What follows belongs to an exercise in optimizing a design on an open flow for small area and a short achievable clock period; a production flow would make more cautious choices.
Function was checked by simulation only, so behaviour that the tests miss may differ from the original.

==> cedar: inputs <==
## fir3_top
module fir3_top #(
  parameter int W  = 32,
  parameter int XW = 16
) (
  input  logic          CLK,
  input  logic          rst,
  input  logic [XW-1:0] h0,
  input  logic [XW-1:0] h1,
  input  logic [XW-1:0] h2,
  input  logic [XW-1:0] x,
  output logic [W-1:0]  y
);
  logic [15:0] d0_q, d1_q, d2_q;
  logic [31:0] y_q, y_d;
  logic one0_0, two0_0, neg0_0;
  logic pp0_0_0;
  logic pp0_0_1;
  logic pp0_0_2;
  logic pp0_0_3;
  logic pp0_0_4;
  logic pp0_0_5;
  logic pp0_0_6;
  logic pp0_0_7;
  logic pp0_0_8;
  logic pp0_0_9;
  logic pp0_0_10;
  logic pp0_0_11;
  logic pp0_0_12;
  logic pp0_0_13;
  logic pp0_0_14;
  logic pp0_0_15;
  logic pp0_0_16;
  logic one0_1, two0_1, neg0_1;
  logic pp0_1_0;
  logic pp0_1_1;
  logic pp0_1_2;
  logic pp0_1_3;
  logic pp0_1_4;
  logic pp0_1_5;
  logic pp0_1_6;
  logic pp0_1_7;
  logic pp0_1_8;
  logic pp0_1_9;
  logic pp0_1_10;
  logic pp0_1_11;
  logic pp0_1_12;
  logic pp0_1_13;
  logic pp0_1_14;
  logic pp0_1_15;
  logic pp0_1_16;
  logic one0_2, two0_2, neg0_2;
  logic pp0_2_0;
  ...
clock: 10.0 ns
lec_check: 0
abc_area: 1
cap_margin: 20
core_margin: 2
core_utilization: 40
slew_margin: 20
standard.sh (not shown) runs the stock make flow with config.mk's settings and CLKGATE_MAP_FILE= SYNTH_SCRIPT=/design/flow/synth_recipe.tcl, a recipe that flattens the netlist after the stock synthesis.
==> flow/flow/run.sh <==
#!/bin/bash
# Standard ORFS layout, except that the ports are buffered by flow/ports.tcl
# (small buffers on the outputs, stronger ones on the inputs) instead of by
# the default buffer_ports call.
set -euo pipefail
here=$(pwd)
bash standard.sh \
  DONT_BUFFER_PORTS=1 \
  PRE_GLOBAL_PLACE_TCL="$here/flow/ports.tcl" \
  finish > "$here/standard_finish.log" 2>&1
==> flow/flow/ports.tcl <==
# Buffer every input and output port (the clock port excepted, as buffer_ports does).
buffer_ports -inputs -buffer_cell sky130_fd_sc_hd__buf_2
buffer_ports -outputs -buffer_cell sky130_fd_sc_hd__buf_1
==> amber: changes against cedar <==
==> flow/run.sh (new file) <==
#!/bin/bash
# synth_recipe.tcl (not shown) runs the flow's synth.tcl, then flattens the netlist and writes it again
# the make line also repeats each setting of config.mk as NAME=value (left out here)
make -C /OpenROAD-flow-scripts/flow DESIGN_CONFIG=/design/flow/config.mk WORK_HOME=/design/flow/orfs CLKGATE_MAP_FILE= SYNTH_SCRIPT=/design/flow/synth_recipe.tcl finish
removed: flow/flow/run.sh
removed: flow/flow/ports.tcl
removed: flow/standard.sh
==> qor summary <==
Worst Hold Path EP: amber d1_q[12]; cedar d2_q[10]
Final-stage net count: amber 2,429; cedar 2,321
Final standard cell count with taps included and fillers excluded: amber 2,546; cedar 2,438
Worst Path Buf+Inv: amber 5; cedar 4
Run status: amber no timing/DRC/antenna violations; cedar no timing/DRC/antenna violations
Seq/total area: amber 9.793%; cedar 10.34%
DPL Wire Length: amber 53,480 µm; cedar 53,730 µm
Via count of the first global-routing pass: amber 15,630; cedar 15,190
Via Count: amber 14,830; cedar 14,430
Slew at the pin closest to its max-slew limit: amber 0.8988 ns; cedar 0.9525 ns
Post-route clock skew: amber 0.02389 ns; cedar 0.02639 ns
Met1 Routed Length: amber 26,110 µm; cedar 26,420 µm
Routed wire length: amber 66,360 µm; cedar 66,810 µm
Fraction of area in multi-input gates: amber 75.10%; cedar 79.25%
Tmin final: amber 8.828 ns; cedar 8.276 ns
Routed wire length per instance: amber 26.06 µm; cedar 27.40 µm
Count of non-CTS buffers in the layout: amber 125; cedar 17
Placed instance count: amber 2,530; cedar 2,422

## static timing again, ports no longer ideal
How much do the figures lean on ideal ports? The routed layouts below were timed once more, with nothing changed but the port constraints.
Step 1 sets driving cells, clkbuf_16 on the clock port and buf_2 on the other inputs (assumed; they add their load-dependent delay and slew).
Step 2 also shifts input and output timing later by t, the mid clock arrival at the registers, as if the neighbouring blocks saw the same clock.
Slacks: no drivers / after step 1 / after step 2; pairs: no drivers / after step 1.
| run | t, ns | slack for setup (ns) | latest minus earliest clock arrival (ns) | slew at the worst register clock pin (ns) | slew violations | capacitance violations |
|---|---|---|---|---|---|---|
| cedar | 0.452 | 1.724 / 1.739 / 1.287 | 0.028 / 0.028 | 0.10 / 0.10 | 0 / 81 | 0 / 1 |
| amber | 0.452 | 1.172 / 1.198 / 0.746 | 0.026 / 0.026 | 0.09 / 0.09 | 0 / 0 | 0 / 0 |
After both steps setup and hold are still met in every run listed. The drivers bring new slew violations in cedar. The drivers bring new capacitance violations in cedar. For cedar, which loses most, drivers alone change the setup slack by +0.015 ns; drivers and shift together by -0.437 ns.
